This design comes from an exercise in tuning for small area on the open sky130 flow, not from production work. Function was checked by simulation only, so behaviour that the tests miss may differ from the original. No activity file was given, so power comes from the tool's default toggle rates.

$ cat flow/flow/run.sh
#!/bin/bash
# Layout flow: the standard ORFS flow (standard.sh, unchanged synthesis)
# with three changes to how the layout is made:
#  - io.tcl places every pin by hand, evenly around the die edge, with the
#    pins of each data bit next to each other (sourced at the end of
#    floorplan through IO_CONSTRAINTS; place_pins then leaves them alone);
#  - port buffers use the smallest buffer cell (buf_1);
#  - the clock tree uses clkbuf_8 leaf buffers for clusters of at most 20
#    flip-flops, clkbuf_16 above them, and no dummy loads.
# The full output of the ORFS run goes to standard.log; ORFS keeps each
# step's own log under orfs/logs.
export IO_CONSTRAINTS="$PWD/flow/io.tcl"
export BUFFER_PORTS_ARGS="-buffer_cell sky130_fd_sc_hd__buf_1"
export CTS_ARGS="-sink_clustering_enable -repair_clock_nets -dont_use_dummy_load -buf_list {sky130_fd_sc_hd__clkbuf_16} -sink_clustering_buffer sky130_fd_sc_hd__clkbuf_8 -sink_clustering_size 21 -sink_clustering_max_diameter 100"
bash standard.sh > standard.log 2>&1
$ cat flow/flow/io.tcl
# Place every pin by hand, spread evenly around the die edge. Each data bit's
# pins sit together (gbuff_a, rd_data, wr_data_a, gbuff_out share a register;
# gbuff_b feeds wr_data_b), so its buffers and registers stay at the edge
# next to them. Control pins sit together in the middle of the left edge, with free
# slots on both sides of the clock pin.
set block [ord::get_db_block]
set die [$block getDieArea]
set dbu [$block getDbUnitsPerMicron]
set W [expr {double([$die xMax]) / $dbu}]
set H [expr {double([$die yMax]) / $dbu}]
set avoid 10.0
# slots, counterclockwise: bottom (met2), right (met3), top (met2), left (met3)
set slots {}
for {set x [expr {0.23 + 0.46 * ceil(($avoid - 0.23) / 0.46)}]} {$x <= $W - $avoid} {set x [expr {$x + 0.46}]} {
  lappend slots [list met2 $x 0.2425 {0.14 0.485}]
}
for {set y [expr {0.34 + 0.68 * ceil(($avoid - 0.34) / 0.68)}]} {$y <= $H - $avoid} {set y [expr {$y + 0.68}]} {
  lappend slots [list met3 [expr {$W - 0.4}] $y {0.8 0.3}]
}
set top {}
for {set x [expr {0.23 + 0.46 * ceil(($avoid - 0.23) / 0.46)}]} {$x <= $W - $avoid} {set x [expr {$x + 0.46}]} {
  lappend top [list met2 $x [expr {$H - 0.2425}] {0.14 0.485}]
}
set slots [concat $slots [lreverse $top]]
set left {}
for {set y [expr {0.34 + 0.68 * ceil(($avoid - 0.34) / 0.68)}]} {$y <= $H - $avoid} {set y [expr {$y + 0.68}]} {
  lappend left [list met3 0.4 $y {0.8 0.3}]
}
set slots [concat $slots [lreverse $left]]

# pin order around the ring
set data {}
for {set i 0} {$i < 256} {incr i} {
  lappend data "gbuff_a\[$i\]" "rd_data\[$i\]" "wr_data_a\[$i\]" "gbuff_out\[$i\]" "gbuff_b\[$i\]" "wr_data_b\[$i\]"
}
set ctrl {{} {} clk {} {} rst in_valid done wr_en start rd_en out_valid busy proto_err}
foreach b {m n k} {
  for {set i 0} {$i < 5} {incr i} { lappend ctrl "$b\[$i\]" "${b}_o\[$i\]" }
}
for {set i 0} {$i < 5} {incr i} { lappend ctrl "wr_addr\[$i\]" "rd_addr\[$i\]" }
# the control pins go where the left edge's middle falls in the ring
set n [llength $slots]
set m [expr {[llength $data] + [llength $ctrl]}]
set nl [llength $left]
set mid [expr {$n - $nl / 2}]
set at [expr {int(round(double($mid) * $m / $n)) - [llength $ctrl] / 2}]
set pins [concat [lrange $data 0 [expr {$at - 1}]] $ctrl [lrange $data $at end]]
for {set j 0} {$j < $m} {incr j} {
  set s [lindex $slots [expr {int(double($j) * $n / $m)}]]
  lassign $s layer x y size
  if {[lindex $pins $j] eq ""} continue
  place_pin -pin_name [lindex $pins $j] -layer $layer -location [list $x $y] -pin_size $size -force_to_die_boundary
}
$ cat flow/standard.sh
#!/bin/bash
# synth_recipe.tcl (not shown) runs the flow's synth.tcl, then flattens the netlist and writes it again
# the make line also repeats each setting of config.mk as NAME=value (left out here)
make -C /OpenROAD-flow-scripts/flow DESIGN_CONFIG=/design/flow/config.mk WORK_HOME=/design/flow/orfs CLKGATE_MAP_FILE= SYNTH_SCRIPT=/design/flow/synth_recipe.tcl "${@:-finish}"
$ cat flow/config.mk
export PLATFORM = sky130hd
export DESIGN_NAME = tpu_io_ctrl
export DESIGN_NICKNAME = tpu_io_ctrl
export VERILOG_FILES = /design/flow/design.v
export SDC_FILE = /design/flow/constraint.sdc
export NUM_CORES = 4
export LEC_CHECK = 0
export CAP_MARGIN = 5
export CORE_AREA = 10 10 450 450
export DIE_AREA = 0 0 460 460
export SLEW_MARGIN = 5
$ cat flow/constraint.sdc
create_clock -name core_clock -period 5.0 [get_ports {clk}]
set_input_delay 1.0000 -clock core_clock [delete_from_list [all_inputs] [get_ports {clk}]]
set_output_delay 1.0000 -clock core_clock [all_outputs]
set_load 0.01 [all_outputs]
$ cat flow/design.v
module tpu_io_ctrl #(
  parameter int WORD_SIZE = 256,
  parameter int ROWS      = 32,
  localparam int ADDR_W   = (ROWS > 1) ? $clog2(ROWS) : 1
) (
  input  logic                 clk,
  input  logic                 rst,
  input  logic                 in_valid,
  input  logic [WORD_SIZE-1:0] gbuff_a,
  input  logic [WORD_SIZE-1:0] gbuff_b,
  input  logic [4:0]           m,
  input  logic [4:0]           n,
  input  logic [4:0]           k,
  output logic                 wr_en,
  output logic [ADDR_W-1:0]    wr_addr,
  output logic [WORD_SIZE-1:0] wr_data_a,
  output logic [WORD_SIZE-1:0] wr_data_b,
  output logic                 start,
  output logic [4:0]           m_o,
  output logic [4:0]           n_o,
  output logic [4:0]           k_o,
  input  logic                 done,
  output logic                 rd_en,
  output logic [ADDR_W-1:0]    rd_addr,
  input  logic [WORD_SIZE-1:0] rd_data,
  output logic                 out_valid,
  output logic [WORD_SIZE-1:0] gbuff_out,
  output logic                 busy,
  output logic                 proto_err
);
  localparam logic [ADDR_W-1:0] LAST_ROW = ADDR_W'(ROWS - 1);
  logic                 load_q;       
  logic                 run_q;        
  logic                 rd_valid_q;   
  logic                 rd_idle_q;    
  logic                 out_idle_q;   
  logic [ADDR_W-1:0]    cnt_q;        
  logic [WORD_SIZE-1:0] shared_n_q;   
  logic read_ph;    
  logic accept;     
  logic last;       
  logic done_ok;    
  assign wr_addr = cnt_q;
  assign rd_addr = cnt_q;
  assign out_valid = ~out_idle_q;
  assign read_ph   = rd_en | out_valid;
  assign busy    = load_q | run_q | read_ph;
  assign accept  = in_valid & ~run_q & ~read_ph;
  assign last    = accept & load_q & (cnt_q == ADDR_W'(ROWS - 2));
  assign start   = run_q & (cnt_q == LAST_ROW);
  assign done_ok = done & run_q & ~start;
  assign wr_data_a = ~shared_n_q;
  assign gbuff_out = ~(shared_n_q | {WORD_SIZE{out_idle_q}});
  logic              cnt_keep;
  logic [ADDR_W:0]   cnt_cy;
  logic [ADDR_W-1:0] cnt_nxt;
  assign cnt_keep  = load_q | rd_en;
  assign cnt_cy[0] = in_valid | rd_en;
  for (genvar i = 0; i < ADDR_W; i++) begin : g_cnt
    assign cnt_nxt[i]  = cnt_keep & (cnt_q[i] ^ cnt_cy[i]);
    assign cnt_cy[i+1] = cnt_cy[i] & cnt_q[i];
  end
  always_ff @(posedge clk or posedge rst) begin
    if (rst) begin
      load_q    <= 1'b0;
      run_q     <= 1'b0;
      wr_en     <= 1'b0;
      rd_en     <= 1'b0;
      proto_err <= 1'b0;
    end else begin
      load_q    <= (load_q | accept) & ~last;
      run_q     <= last | (run_q & ~done_ok);
      wr_en     <= accept;
      rd_en     <= done_ok | (rd_en & (cnt_q != LAST_ROW));
      if ((done & ~run_q) | (in_valid & (run_q | read_ph))) proto_err <= 1'b1;
    end
  end
  always_ff @(posedge clk) begin
    shared_n_q <= ~((rd_data | {WORD_SIZE{rd_idle_q}}) & (gbuff_a | {WORD_SIZE{rd_valid_q}}));
    wr_data_b  <= gbuff_b;
    rd_valid_q <= rd_en;
    rd_idle_q  <= ~rd_en;
    out_idle_q <= ~rd_valid_q;
    cnt_q      <= cnt_nxt;
    if (!busy) begin
      m_o <= m;
      n_o <= n;
      k_o <= k;
    end
  end
endmodule
==> results of run 1 <==
final cells by class:
cell class	instances	area share (%)
Inverter	262	4.04
Sequential cell	540	45.2
Timing Repair Buffer	1592	24.8
Multi-Input combinational cell	536	11.3
Tap cell	2526	13.0
Clock buffer	29	1.78
where the power goes:
group          switching (µW)  total [µW]  internal, µW
combinational            3260        4900          1650
sequential                613        5970          5360
clock                    1290        1870           580
total                    5160       12700          7590
cell usage after synthesis:
cell type | instances | area, µm²
sky130_fd_sc_hd__and4_1 | 1 | 8.76
sky130_fd_sc_hd__ha_1 | 4 | 50.1
sky130_fd_sc_hd__buf_2 | 70 | 350
sky130_fd_sc_hd__buf_4 | 16 | 120
sky130_fd_sc_hd__edfxtp_1 | 15 | 450
sky130_fd_sc_hd__nand3_1 | 1 | 5.00
sky130_fd_sc_hd__o21ai_0 | 1 | 5.00
sky130_fd_sc_hd__dfrtp_1 | 5 | 125
sky130_fd_sc_hd__xnor2_1 | 1 | 8.76
sky130_fd_sc_hd__dfxtp_1 | 520 | 10400
sky130_fd_sc_hd__and3_1 | 2 | 12.5
sky130_fd_sc_hd__nor2b_1 | 4 | 25.0
sky130_fd_sc_hd__a21boi_0 | 1 | 7.51
sky130_fd_sc_hd__a21oi_1 | 2 | 10.0
sky130_fd_sc_hd__and4bb_1 | 1 | 12.5
sky130_fd_sc_hd__nand4b_1 | 1 | 8.76
sky130_fd_sc_hd__inv_1 | 262 | 983
sky130_fd_sc_hd__o21a_1 | 1 | 7.51
sky130_fd_sc_hd__o22ai_1 | 256 | 1600
sky130_fd_sc_hd__clkbuf_1 | 5 | 18.8
sky130_fd_sc_hd__nor2_1 | 258 | 968
sky130_fd_sc_hd__a221o_1 | 1 | 10.0
sky130_fd_sc_hd__or2_2 | 1 | 6.26
worst paths after layout:
check | from | to | cells after the start
min reg2reg | proto_err$_DFFE_PP0P_ | proto_err$_DFFE_PP0P_ | 1
min | rst | load_q$_DFF_PP0_ | 2
max in group asynchronous | rst | wr_en$_DFF_PP0_ | 2
max reg2reg | rd_idle_q$_DFF_P_ | shared_n_q[104]$_DFF_P_ | 3
min in group core_clock | gbuff_b[187] | wr_data_b[187]$_DFF_P_ | 1
max | out_idle_q$_DFF_P_ | gbuff_out[104] | 3
worst max-delay path, stage by stage (launching register included):
cell and delay [ns]:
sky130_fd_sc_hd__dfxtp_4 0.53, sky130_fd_sc_hd__buf_4 0.76, sky130_fd_sc_hd__nor2_1 0.11, sky130_fd_sc_hd__buf_1 0.17
metal layers:
metal	part of all wire [%]	global-route usage [%]	routed length (µm)
met1	32	4.06	18000
met2	54	9.06	30400
met3	12	2.17	6550
met4	2.4	1.03	1370
met5	0	0	0
state kept, by name, summed over array words and instances (netlist names):
name	cells
wr_en	1
n_o	5
run_q	1
cnt_q	5
load_q	1
rd_en	1
proto_err	1
k_o	5
rd_idle_q	1
out_idle_q	1
wr_data_b	256
rd_valid_q	1
m_o	5
shared_n_q	256
kinds of logic after synthesis:
group	count (synthesis)	share of synthesized area [%]
adders and majority gates	4	0.329
DFF	540	72.2
xor gates and xnor gates	1	0.0576
buffers and inverters	353	9.68
AOI/OAI and AO/OA	262	10.8
and+or+nand+nor	269	6.89
stage by stage:
stage / worst slack (ns) / instances / hold WS [ns]
4_1_cts: 1.46 / 5485 / 0.130
2_1_floorplan: 2.62 / 1429 / 0.486
3_5_place_dp: 2.22 / 5456 / 0.475
3_3_place_gp: 2.26 / 5456 / 0.458
6_report: 1.57 / 5485 / 0.214
5_1_grt: 1.28 / 5485 / 0.147
==> run notes, run 1 <==
Clock skew on the completed layout was measured at 0.0582 ns. After floorplanning, the core was divided into 161 placement rows. The depth of the CTS H-tree is 1. The tools report the pin count of the biggest net entering global routing as 132. Leaving out fill and tap cells, the most frequent cells in the layout are sky130_fd_sc_hd__buf_1, sky130_fd_sc_hd__dfxtp_1, sky130_fd_sc_hd__inv_1. Setup violations remaining at the end of the flow were counted as 0. Counting every instance in the synthesized netlist gives 1429. The region available for standard cell placement spans 0.193 mm². Across the run, the number of max-cap violations was 0. The width of the die works out to 460 µm. Total standard cell area after synthesis: 0.0152 mm².

The placed instances occupy a cell area of 0.0239 mm². The number of cells upsized or downsized after cts was 0. The type of the worst min-delay path was in2async. Of all nets on the critical path, the largest fanout is 108. The areal power density over the cells works out to 523 mW/mm². Leaving out fill and tap cells, the most frequent cell in the layout is sky130_fd_sc_hd__buf_1.

The number of I/O port buffers is 1585. Setup repair after global routing left no endpoint under its margin. Launching element type of the critical path: a flop. Based on the critical path, the design can be clocked at up to 0.292 GHz. The initial antenna violation count is 0.

The first-pass iteration count of the detailed router is 5, and the mean routed wirelength per cell is 10.3 µm. The tools report the synthesis warning total as 1. The run gives 0 as the number of diodes.

Data arrives at the worst endpoint at 2.43 ns. Counting I/O delays and the setup requirement, the final critical path takes 3.43 ns. In the routed layout, each cell is associated on average with a via count of 2.64.

For this run, the register share of the synthesized area comes to 72.2%. The flow ran to the end and the layout has no timing, DRC or antenna violations. Area of the multi-input gates: 0.00275 mm². TritonCTS built the clock tree. The tools report the flip-flop and latch area as 0.0110 mm². The run gives 82.2 mm as the first-pass GRT wire length. The hold violation count in the final report was 0; the global-route usage over all layers was 4.54%.

The run gives 4.00 ns as the required time at the worst-slack endpoint. The worst setup path is of the reg2out kind. Overall power consumption after layout is estimated at 12700 µW. For this block, the routed nets add up to 56.4 mm of wire. The largest vdd supply drop was 0.499 mV; the reported leakage power was 0.00887 µW. The register bit total from synthesis is 540, and the aggregate negative setup slack is 0 ns. After routing the design area is 0.0243 mm². Synthesis instantiated 23 different standard cells from the library. Once detailed placement completed, the half-perimeter wirelength came to 46.9 mm.

In this run the vertical extent of the chip is 460 µm. For this run, the share of the core covered by cells in the final layout is 12.6%. The detailed router finished its first iteration with 438 violations. Measured against its own limit, the worst slew margin works out to 15.2%.

The via count of the first global-routing pass was 15671. The maximum buffer depth of the clock tree came out at 3. In the routed design, unresolved DRC markers number 0. For this block, the via count after detailed routing is 14469.

Setup slack on the worst reg-to-reg path comes out at 2.72 ns. The run gives 0.63 ns as the later-pin clock latency in the skew report. The final critical-path share of the clock period was 68.6%; the area of the die was 0.212 mm². The number of top-level pins was 0. The number of clock buffers inserted by TritonCTS came out at 29. The tools report the endpoint kind of the worst setup timing path as an output pin. Global routing finished with a remaining overflow of 0. The number of nets in the synthesized netlist is 2220. For this configuration, the core starts out at a cell density of 7.90%.

The synthesized area per cell was 10.6 µm²; the TritonCTS sink count was 540. Of the cells placed in the final design, the portion with a size suffix greater than 1 is 1.35%. The area growth from synthesis to final layout is 60.1%, and the total count of max-transition violations in the final report is 0. For the pin with the worst max-slew slack, the measured transition is 1.27 ns. After filler insertion, the fill cell instance count of the layout stands at 22171.

The count of nets left with antenna violations once routing finished came out at 0. The quantity of hold-fixing buffers added after cts came out at 0. At the end of the flow, the number of nets in the layout was 3752. Clock-pin slew was measured on the worst setup and hold paths at 0.12 ns. Buffers added to address setup during post-CTS repair amount to 0. The congestion estimate from routability-driven global placement came to 0.739.

The tree is rooted in a sky130_fd_sc_hd__clkbuf_16.
==> inputs of run 2 (changes only) <==
--- a/flow/flow/run.sh
+++ b/flow/flow/run.sh
@@ -13,3 +13,3 @@
 export BUFFER_PORTS_ARGS="-buffer_cell sky130_fd_sc_hd__buf_1"
-export CTS_ARGS="-sink_clustering_enable -repair_clock_nets -dont_use_dummy_load -buf_list {sky130_fd_sc_hd__clkbuf_16} -sink_clustering_buffer sky130_fd_sc_hd__clkbuf_8 -sink_clustering_size 21 -sink_clustering_max_diameter 100"
+export CTS_ARGS="-sink_clustering_enable -repair_clock_nets -dont_use_dummy_load -buf_list {sky130_fd_sc_hd__clkbuf_16} -sink_clustering_buffer sky130_fd_sc_hd__buf_6 -sink_clustering_size 15 -sink_clustering_max_diameter 100"
 bash standard.sh > standard.log 2>&1
--- a/flow/config.mk
+++ b/flow/config.mk
@@ -7,5 +7,5 @@
 export LEC_CHECK = 0
-export CAP_MARGIN = 5
+export CAP_MARGIN = 20
 export CORE_AREA = 10 10 450 450
 export DIE_AREA = 0 0 460 460
-export SLEW_MARGIN = 5
+export SLEW_MARGIN = 20
==> run notes, run 2 <==
The tools report the number of clock buffers inserted by TritonCTS as 41. In the post-synthesis netlist, the cell with the most instances is sky130_fd_sc_hd__dfxtp_1. Critical register-to-register path startpoint: rd_idle_q$_DFF_P_. The buffers inserted during post-CTS setup optimization was 0. Using the TritonRoute via totals, the vias-per-cell ratio works out to 2.66.

The reported leakage power is 0.00893 µW. For the tightest slew margin relative to the limit, the log shows 25.1%. In the synthesized netlist the async set-or-reset flop fraction comes to 0.926%. The critical path start-end classification is reg2out. Global routing consumed, over all layers together, 4.67% of the routing resources.

The logs give 2 for the depth of the CTS H-tree and 0.212 mm² for the area of the die. The later-pin clock latency in the skew report was 0.57 ns. The tools report the count of fill cells added during filler insertion as 22162.

For the net count after synthesis, the log shows 2220. Adding up every negative setup slack in the final design gives 0 ns. The number of hold buffers added after CTS was 0. The max-capacitance violation count is 0.

Setup repair after global routing left no endpoint under its margin. Root cell of the clock tree: sky130_fd_sc_hd__clkbuf_16. Summed over all layers, the routed wires come to 56.9 mm. Of the cells placed in the final design, the portion with a size suffix greater than 1 is 1.75%. Static timing analysis puts the maximum clock frequency at 0.308 GHz.

In the post-synthesis netlist, the biggest area contributors are sky130_fd_sc_hd__dfxtp_1, sky130_fd_sc_hd__o22ai_1, sky130_fd_sc_hd__inv_1. The first global-routing pass estimated 82.9 mm of wire. Summing the areas of all xor and xnor instances in the mapped netlist gives 0.0576% of the synthesized area. The final setup skew came out at 0.0175 ns. For this run, the leading register cell type out of synthesis is sky130_fd_sc_hd__dfxtp_1. The tools report the sequential area share after synthesis as 72.2%. Routability-driven placement finished with a final weighted congestion of 0.739. Post-synthesis mux area share: 0%. The floorplan step set the die width to 460 µm. The areal power density over the cells works out to 532 mW/mm². The dominant combinational cell family by area after synthesis is compound AO/OA/AOI/OAI gates. Global routing finished with a remaining overflow of 0. Data on the critical path arrives at its endpoint at 2.24 ns. In the layout the commonest cells are sky130_fd_sc_hd__buf_1, sky130_fd_sc_hd__dfxtp_1, sky130_fd_sc_hd__inv_1. The worst path uses 64.9% of the clock period. After technology mapping, the gate count stands at 1429.

The total area inside the core boundary comes to 0.193 mm². Of the total synthesized cell area, the portion taken by AND, OR, NAND and NOR gates is 6.89%. The run gives 0 as the total count of max-transition violations in the final report.

TritonCTS built the clock tree. The number of distinct library cells after synthesis is 23. Summed over its instances, the top area cell type makes up 68.5% of the synthesized netlist area. Hold is met by 0.283 ns. Synthesized area per cell: 10.6 µm². The tools report the hold violation count in the final report as 0.

The area growth from synthesis to final layout is 60.8%, and the share of the synthesized area in compound gates (AO/OA/AOI/OAI) is 10.8%. Of all cell types, the one taking the most synthesized area is sky130_fd_sc_hd__dfxtp_1. The clock period could shrink to 3.24 ns. In this run the register-to-register setup slack is 2.75 ns.

The number of gates resized after CTS was 0. The synthesized netlist occupies a cell area of 0.0152 mm². Endpoint kind of the worst setup timing path: an output pin. The number of I/O port buffers is 1585. After the first detailed-routing iteration, the DRC count stood at 408. Leaving out fill and tap cells, the most frequent cell in the layout is sky130_fd_sc_hd__buf_1. The synthesis warning total is 1.

The synthesized design contains 15 enable-type register cells. The tools report the TritonCTS sink count as 540. The mean routed wirelength per cell came out at 10.3 µm.

After clock tree synthesis, the clock-pin slew on the worst setup and hold paths is 0.10 ns. The number of diodes is 0. The type of the worst min-delay path is in2async.

The tools report the launching element type of the critical path as a flop. The largest registers in the layout are shared_n_q: 256 flops, wr_data_b: 256 flops. The completed layout was analyzed and its total power is 13000 µW. The adder-cell share of the synthesized area works out to 0.329%.

Once detail routing completed, the nets flagged for antenna violations numbered 0. Entering global routing, the biggest net connects 132 pins. The first-pass iteration count of the detailed router was 4.

Number of cell instances on the worst register-to-register path: 3. The maximum fanout along the worst path is 16, and the required time at the worst-slack endpoint is 4.00 ns. For the final number of setup-violating endpoints, the log shows 0.

The flow ran to the end and the layout has no timing, DRC or antenna violations. For this configuration, the core starts out at a cell density of 7.90%. Pin placement for this block handled 0 I/O pins. Row generation in the floorplan step produced 161 rows.

Detailed routing inserted a total of 14611 vias. The register bit total from synthesis works out to 540. The largest vdd supply drop was 0.561 mV. In the final design database the tool counted 3764 nets.

The HPWL after detailed placement is 46.9 mm. The maximum buffer depth of the clock tree came out at 3. The post-route DRC violation count is 0. The initial antenna violation count is 1, and the die height is 460 µm. The transition time of the tightest slew-check pin came out at 1.12 ns.

Sorting the synthesized cells by how often they occur yields sky130_fd_sc_hd__dfxtp_1, sky130_fd_sc_hd__inv_1, sky130_fd_sc_hd__nor2_1. The run gives 15768 as the via count of the first global-routing pass. The utilization after layout is 12.7%. The worst register-to-register path ends at shared_n_q[104]$_DFF_P_.
run 2: cell counts after synthesis:
Identical to the previous run, type by type.
run 2: power by group:
| part | internal (µW) | switching (µW) | total (µW) |
|---|---|---|---|
| sequential | 5370 | 617 | 5980 |
| combinational | 1650 | 3260 | 4900 |
| clock | 741 | 1380 | 2120 |
run 2: cells by family (layout without fill, tap and decap cells):
kind of cell	Yosys count	in the layout
compound gates	262	262
xor+xnor	1	1
fa+ha+maj	4	4
buf+inv	353	1895
flops	540	540
simple gates	269	269
run 2: area by class of cell:
type                       count  area (µm²)  area share, %
multi-input combinational    536        2750           11.2
clock buffer                  41         531           2.17
sequential                   540       11000           45.0
inverter                     262         983           4.02
tap                         2526        3160           12.9
timing repair buffer        1592        6030           24.7
run 2: critical path: stages, from the launching register on:
cell and delay (ns):
sky130_fd_sc_hd__dfrtp_1 0.46, sky130_fd_sc_hd__nor2_1 0.34, sky130_fd_sc_hd__and3_1 0.64, sky130_fd_sc_hd__inv_1 0.09
sky130_fd_sc_hd__buf_1 0.15
run 2: stage by stage:
step	cell area [µm²]	cells	setup slack, ns
finish	24500	5497	1.76
global route	24500	5497	1.49
CTS	24400	5497	1.55
detailed placement	23900	5456	2.22
global placement	23900	5456	2.26
floorplan	15200	1429	2.62
run 2: worst max-delay path by stage:
| stage | from | to | slack [ns] | cells after the start |
|---|---|---|---|---|
| after CTS | out_idle_q$_DFF_P_ | gbuff_out[78] | 1.55 | 3 |
| after floorplan | rd_en$_DFF_PP0_ | busy | 2.62 | 3 |
| final | rd_en$_DFF_PP0_ | busy | 1.76 | 4 |
| after detailed placement | out_idle_q$_DFF_P_ | gbuff_out[78] | 2.22 | 3 |
| after global placement | out_idle_q$_DFF_P_ | gbuff_out[105] | 2.26 | 3 |
| after global routing | rd_en$_DFF_PP0_ | busy | 1.49 | 4 |
run 2: routing by layer:
metal / GRT usage (%) / vias up / wire, µm
met4: 1.66 / 2 / 1680
met3: 2.28 / 82 / 6660
met1: 4.09 / 6195 / 18000
met5: 0 / - / 7
met2: 9.08 / 755 / 30600
li1: - / 7577 / -
==> inputs of run 3 (changes only) <==
--- a/flow/flow/run.sh
+++ b/flow/flow/run.sh
@@ -13,3 +13,3 @@
 export BUFFER_PORTS_ARGS="-buffer_cell sky130_fd_sc_hd__buf_1"
-export CTS_ARGS="-sink_clustering_enable -repair_clock_nets -dont_use_dummy_load -buf_list {sky130_fd_sc_hd__clkbuf_16} -sink_clustering_buffer sky130_fd_sc_hd__buf_6 -sink_clustering_size 15 -sink_clustering_max_diameter 100"
+export CTS_ARGS="-sink_clustering_enable -repair_clock_nets -dont_use_dummy_load -buf_list {sky130_fd_sc_hd__clkbuf_16} -sink_clustering_buffer sky130_fd_sc_hd__buf_12 -sink_clustering_size 28 -sink_clustering_max_diameter 100"
 bash standard.sh > standard.log 2>&1
==> run notes, run 3 <==
The number of nets in the synthesized netlist is 2220. The number of I/O port buffers is 1585. For the hold violation count in the final report, the log shows 0. The endpoint kind of the worst setup timing path was an output pin. Final period demand of the worst path: 3.29 ns.

The slowest cell on the critical path is sky130_fd_sc_hd__and3_1. Count of flip-flops with a built-in enable after synthesis: 15. The depth of the CTS H-tree came out at 1. The via count of the first global-routing pass came out at 15628. Clock latency on the worst-skew pair, taken at its later pin, is 0.63 ns. After detailed routing, the average wire length per cell comes to 10.3 µm. The run gives 23 as the number of distinct library cells after synthesis. Gates resized during post-CTS repair numbered 0.

Buffers inserted to repair hold after CTS numbered 0. The first-pass GRT wire length is 82.4 mm. The tightest slew margin relative to the limit was 23.8%. The logs give 12.7% for the utilization after layout and 1 for the synthesis warning total. The post-synthesis cell type with the largest combined area was sky130_fd_sc_hd__dfxtp_1. The max-capacitance violation count came out at 0. The clock-pin transition on the worst setup and hold timing paths is 0.11 ns, and the register bit total from synthesis is 540.

The die is 460 µm wide. For the worst setup path, the data required time is 4.00 ns. The die covers 0.212 mm². Setup repair after global routing left no endpoint under its margin. The run gives 0.484 mV as the largest vdd supply drop. For this block, the routed nets add up to 56.5 mm of wire. In the final timing run, aggregate negative setup slack is 0 ns. After detailed routing, the number of remaining DRC violations is 0. Maximum fanout along the worst path: 16. In the synthesized netlist the dominant register cell turns out to be sky130_fd_sc_hd__dfxtp_1. The tools report the starting density of the core as 7.90%. After detailed routing, the number of vias per cell comes to 2.65.

0 antenna diodes ended up in the layout. For this run, the slowest stage of the critical path takes 0.64 ns. The transition time of the tightest slew-check pin was 1.14 ns.

The flip-flop and latch area was 0.0110 mm². The critical path start-end classification is reg2out. The largest registers in the layout are shared_n_q: 256 flops, wr_data_b: 256 flops. The library cells used most frequently in the layout, excluding fill and tap cells, are sky130_fd_sc_hd__buf_1, sky130_fd_sc_hd__dfxtp_1, sky130_fd_sc_hd__inv_1. 0 I/O pins were placed.

The logs give 2.29 ns for the signal arrival time at the worst endpoint and 14533 for the total vias in the final route. The area of the multi-input gates is 0.00275 mm², and the number of clock buffers inserted by TritonCTS is 24. The longest clock path from root to sink contains 3 buffers.

Post-CTS timing repair inserted 0 buffers for setup. Yosys instantiated no cell more often than sky130_fd_sc_hd__dfxtp_1. The core outline area is 0.193 mm².

In this run the clock root is driven by a sky130_fd_sc_hd__clkbuf_16. Most common cell after layout, fill and taps aside: sky130_fd_sc_hd__buf_1. The number of instances in the synthesized netlist is 1429, and the initial DRC count is 409.

The critical path goes through nor2_1 > and3_1 > inv_1 > buf_1. Row count: 161. The run gives 0 as the total grt overflow. The tools report the final setup skew as 0.0470 ns.

The area growth from synthesis to final layout is 60.6%, and the initial antenna violation count is 0. The final critical-path share of the clock period is 65.8%. First-pass iteration count of the detailed router: 4. The tools report the count of fill cells added during filler insertion as 22157. Type of the worst min-delay path: in2async. For this design the static power due to leakage is 0.00888 µW.

The fraction of synthesis flops using an asynchronous set or reset pin was 0.926%; the die height was 460 µm. TritonCTS built the clock tree. In the synthesized netlist, the cells that appear most often are sky130_fd_sc_hd__dfxtp_1, sky130_fd_sc_hd__inv_1, sky130_fd_sc_hd__nor2_1. After legalization and detailed placement, the total HPWL measured 46.9 mm. Routability-driven placement finished with a final weighted congestion of 0.739. Entering global routing, the biggest net connects 132 pins. The flow ran to the end and the layout has no timing, DRC or antenna violations. Number of cell instances on the worst register-to-register path: 3. At the end of the flow, the number of nets in the layout was 3747. Across every metal layer, demand over resource in global routing totals 4.56%.

Timing would allow up to 0.304 GHz. TritonCTS sink count: 540. In this run the cell area of the synthesized design comes to 0.0152 mm².

The share of post-route cells with drive strength above 1 is 1.18%, and the total count of max-transition violations in the final report is 0. The worst setup path is launched from a flop. Setup violations remaining at the end of the flow were counted as 0. In this run the remaining antenna-violating nets after routing total 0.

Averaged over all synthesized cells, the footprint is 10.6 µm². The run gives 2.72 ns as the slack of the worst reg-to-reg path. Yosys attributes the largest share of cell area to sky130_fd_sc_hd__dfxtp_1, sky130_fd_sc_hd__o22ai_1, sky130_fd_sc_hd__inv_1. In this run the power density over the cells is 532 mW/mm². The top cell type by area accounts for 68.5% of the synthesized area. Sequential area share after synthesis: 72.2%.
[run 3: layout make-up]
type | instances | area share, %
well taps | 2526 | 12.9
repair buffers | 1592 | 24.7
inverters | 262 | 4.03
multi-input cells | 536 | 11.3
clock buffers | 24 | 2.03
flip-flops and latches | 540 | 45.0
[run 3: logic make-up (layout without fill, tap and decap cells)]
kind of cell | after synthesis | after routing | synth area share (%)
buf+inv | 353 | 1878 | 9.68
xor+xnor | 1 | 1 | 0.0576
flops | 540 | 540 | 72.2
simple gates | 269 | 269 | 6.89
fa+ha+maj | 4 | 4 | 0.329
compound gates | 262 | 262 | 10.8
[run 3: worst max-delay path: cells and delay by family, from the launching register on]
family	cells	cell delay, ns
flops	1	0.46
simple gates	2	0.98
buf+inv	2	0.24
[run 3: report_power, final]
group / internal [µW] / total [µW] / switching [µW]
combinational: 1650 / 4910 / 3260
sequential: 5370 / 5980 / 616
clock: 756 / 2100 / 1340
[run 3: path summary, 6_finish.rpt]
path,from,to
worst max-delay path,rd_en$_DFF_PP0_,busy
worst min-delay path,rst,wr_en$_DFF_PP0_
worst max register to register,rd_idle_q$_DFF_P_,shared_n_q[104]$_DFF_P_
worst min register to register,proto_err$_DFFE_PP0P_,proto_err$_DFFE_PP0P_
min in group core_clock,gbuff_b[206],wr_data_b[206]$_DFF_P_
max in group asynchronous,rst,load_q$_DFF_PP0_
[run 3: layer usage]
layer	routed length [µm]	track usage, %	vias up
li1	-	-	7545
met2	30600	9.08	731
met1	17800	4.09	6187
met3	6520	2.09	70
met5	0	0	-
met4	1540	1.21	0
[run 3: stage by stage]
step	hold WS (ns)	cells	power [µW]	area (µm²)	setup WS, ns
4_1_cts	0.165	5480	13300	24400	1.52
3_3_place_gp	0.458	5456	11000	23900	2.26
2_1_floorplan	0.486	1429	9000	15200	2.62
5_1_grt	0.172	5480	14000	24400	1.45
6_report	0.224	5480	13000	24400	1.71
3_5_place_dp	0.475	5456	11100	23900	2.22
==> inputs of run 4 (changes only) <==
--- a/flow/flow/run.sh
+++ b/flow/flow/run.sh
@@ -13,3 +13,3 @@
 export BUFFER_PORTS_ARGS="-buffer_cell sky130_fd_sc_hd__buf_1"
-export CTS_ARGS="-sink_clustering_enable -repair_clock_nets -dont_use_dummy_load -buf_list {sky130_fd_sc_hd__clkbuf_16} -sink_clustering_buffer sky130_fd_sc_hd__buf_12 -sink_clustering_size 28 -sink_clustering_max_diameter 100"
+export CTS_ARGS="-sink_clustering_enable -repair_clock_nets -dont_use_dummy_load -buf_list {sky130_fd_sc_hd__clkbuf_16} -sink_clustering_buffer sky130_fd_sc_hd__buf_6 -sink_clustering_size 17 -sink_clustering_max_diameter 100"
 bash standard.sh > standard.log 2>&1
==> run notes, run 4 <==
The cell sitting at the root of the clock tree is a sky130_fd_sc_hd__clkbuf_16. Summing over every cut layer, the via total after detailed routing is 14554. The via count of the first global-routing pass is 15824, and the number of clock buffers inserted by TritonCTS is 37. After the first detailed-routing iteration, the DRC count stood at 423. Global routing consumed, over all layers together, 4.66% of the routing resources.

The sum of routed wire length over all layers came out at 56.8 mm. The starting density of the core was 7.90%. In this run the post-CTS setup repair buffer count came out at 0.

The signal on the critical path passes through nor2_1 > and3_1 > inv_1 > buf_1. The maximum fanout along the worst path is 16, and the number of cell instances on the worst register-to-register path is 3. In this run the worst hold path is classified as in2async. Largest vdd supply drop: 0.643 mV. The final setup skew was 0.0286 ns; the quantity of hold-fixing buffers added after cts was 0. After synthesis, flip-flops and latches occupy 72.2% of the total area. Setup repair after global routing left no endpoint under its margin. STA classifies the critical path endpoint as an output pin.

The run gives 0 as the number of nets with antenna violations after routing. Among all cell types in the netlist, the one instantiated most often is sky130_fd_sc_hd__dfxtp_1. Counting instances in the post-synthesis netlist gives the leading cell types as sky130_fd_sc_hd__dfxtp_1, sky130_fd_sc_hd__inv_1, sky130_fd_sc_hd__nor2_1. Fill cells in the final layout number 22155. Measured along the x axis, the die boundary spans 460 µm.

The slack of the worst reg-to-reg path is 2.76 ns. The number of diodes was 0. The first TritonRoute pass finished after 4 iterations.

Buffers placed on the I/O ports in this run total 1585. The run gives 5493 as the final cell count without fillers. The library cell used most frequently in the layout, excluding fill and tap cells, is sky130_fd_sc_hd__buf_1.

Max-cap violations in this run came to 0. The TritonCTS sink count was 540; the average via count per standard cell was 2.65. Area of the multi-input gates: 0.00275 mm². The number of cells upsized or downsized after cts came out at 0. The total grt overflow was 0. The largest single stage delay on the critical path is 0.64 ns. The share of post-route cells with drive strength above 1 is 1.62%. The tools report the hold violation count in the final report as 0. The maximum buffer depth of the clock tree is 3, and the half-perimeter wire length after placement is 46.9 mm.

The tools report the total count of max-transition violations in the final report as 0. The core outline area is 0.193 mm². In the post-synthesis netlist, the biggest area contributors are sky130_fd_sc_hd__dfxtp_1, sky130_fd_sc_hd__o22ai_1, sky130_fd_sc_hd__inv_1.

TritonCTS built the clock tree. The synthesis warning total is 1. Counting flops with an async set or reset pin after synthesis yields a share of 0.926%.

In the synthesized netlist the dominant register cell turns out to be sky130_fd_sc_hd__dfxtp_1. The synthesized design contains 540 register bits. In this run the number of H-tree levels came out at 2. Area share of the largest cell type after synthesis: 68.5%. The worst pin sits at a relative slew slack of 24.0%.

The initial antenna violation count came out at 0. The transition time of the tightest slew-check pin came out at 1.14 ns. The run gives 23 as the number of distinct library cells after synthesis.

Summing every instance area after synthesis gives 0.0152 mm². The pin count of the biggest net entering global routing was 132. In the layout the commonest cells are sky130_fd_sc_hd__buf_1, sky130_fd_sc_hd__dfxtp_1, sky130_fd_sc_hd__inv_1. After detailed routing, the number of remaining DRC violations is 0.

Setup violations remaining at the end of the flow were counted as 0. The tools report the signal arrival time at the worst endpoint as 2.23 ns. At the end of routability-driven placement, the weighted congestion stood at 0.739. The flow ran to the end and the layout has no timing, DRC or antenna violations. Launching element type of the critical path: a flop. The first global-routing pass estimated 82.8 mm of wire. Power spread over the standard cell area amounts to 530 mW/mm². The clock-pin transition on the worst setup and hold timing paths is 0.10 ns. The analysis attributes to cell leakage a power of 0.00890 µW.

The tools report the later-pin clock latency in the skew report as 0.57 ns. The die covers 0.212 mm². After the last flow step, the layout net total stands at 3760.

Synthesis produced a netlist with a net count of 2220. The synthesized area per cell was 10.6 µm². For this run, the share of the core covered by cells in the final layout is 12.7%. From synthesis to final layout, the design area changed by 60.5%. The critical path start-end classification is reg2out.

Row count: 161. In this run the vertical extent of the chip is 460 µm. The mean routed wirelength per cell works out to 10.3 µm. In the final layout, the registers with the most flip-flops are shared_n_q: 256 flops, wr_data_b: 256 flops. Yosys mapped a number of flops with a built-in enable equal to 15. The logs give 0.309 GHz for the maximum frequency from static timing analysis and 0.0110 mm² for the flip-flop and latch area. Final period demand of the worst path: 3.23 ns. After routing, the total negative slack on setup checks comes to 0 ns. In the finished design, the share of the clock period the worst path needs comes to 64.7%. The cell count after synthesis came out at 1429. Post-synthesis cell type with the largest combined area: sky130_fd_sc_hd__dfxtp_1. The slowest stage of the critical path belongs to the cell sky130_fd_sc_hd__and3_1. 0 I/O pins were placed. For the worst setup path, the data required time is 4.00 ns. Counting tap cells, the placed design contains a total of 5456 instances. Overall power consumption after layout is estimated at 12900 µW.
run 4: cell counts after synthesis:
No cell type changed its count.
run 4: path summary, 6_finish.rpt:
check	from	to
min reg2reg	proto_err$_DFFE_PP0P_	proto_err$_DFFE_PP0P_
min in group core_clock	proto_err$_DFFE_PP0P_	proto_err$_DFFE_PP0P_
max in group asynchronous	rst	rd_en$_DFF_PP0_
max reg2reg	rd_idle_q$_DFF_P_	shared_n_q[80]$_DFF_P_
min	rst	proto_err$_DFFE_PP0P_
max	rd_en$_DFF_PP0_	busy
run 4: stage by stage:
| step | hold slack [ns] | cell area, µm² | worst slack, ns |
|---|---|---|---|
| 6_report | 0.280 | 24400 | 1.77 |
| 5_1_grt | 0.213 | 24400 | 1.49 |
| 4_1_cts | 0.199 | 24400 | 1.53 |
| 3_5_place_dp | 0.475 | 23900 | 2.22 |
| 3_3_place_gp | 0.458 | 23900 | 2.26 |
| 2_1_floorplan | 0.486 | 15200 | 2.62 |
run 4: power by group:
group          leakage (µW)  switching (µW)  internal [µW]
clock network      0.000255            1360            682
registers           0.00458             614           5360
logic               0.00407            3260           1650
total               0.00890            5230           7690
run 4: area by class of cell:
class / instances / share of cell area, %
inverters: 262 / 4.03
well taps: 2526 / 12.9
flip-flops and latches: 540 / 45.1
repair buffers: 1592 / 24.7
multi-input cells: 536 / 11.3
clock buffers: 37 / 1.99
run 4: layer usage:
layer  track usage, %  part of all wire (%)  vias to the layer above
met4             1.77                   2.9                        0
li1                 -                     -                     7575
met2             9.08                    54                      744
met1             4.05                    32                     6155
met3             2.26                    12                       80
met5                0                     0                        -
run 4: worst max-delay path: cells and delay by family (launching register included):
family,cells,cell delay [ns]
and+or+nand+nor,2,0.97
buffers and inverters,2,0.24
DFF,1,0.45
run 4: cells by family after synthesis:
kind of cell	share of synthesized area, %
compound gates	10.8
xor+xnor	0.0576
fa+ha+maj	0.329
buf+inv	9.68
flops	72.2
simple gates	6.89

## what the ideal ports hide
Ports are ideal in the flow. The routed layouts listed here were re-timed in OpenROAD. Step 1 assumes that a clkbuf_16 drives the clock port and a buf_2 every other input. Step 2 adds t to the input delays and takes it off the output delays; t is the mean of the earliest and latest rising clock arrival at the registers after step 1. Input paths then give back, and output paths get back, about the clock's delay inside the block. Three values: ideal ports, drivers, drivers and shift; two values: the first two.
run	shift t [ns]	setup slack, ns	worst setup path after step 2	pins driven straight from the clock port
run 1	0.660	1.571 / 1.514 / 2.174	register to output	1
run 2	0.619	1.755 / 1.698 / 2.317	register to output	1
run 3	0.662	1.708 / 1.652 / 2.314	register to output	1
run 4	0.615	1.767 / 1.711 / 2.325	register to output	1
After both steps setup and hold are still met in every run listed.
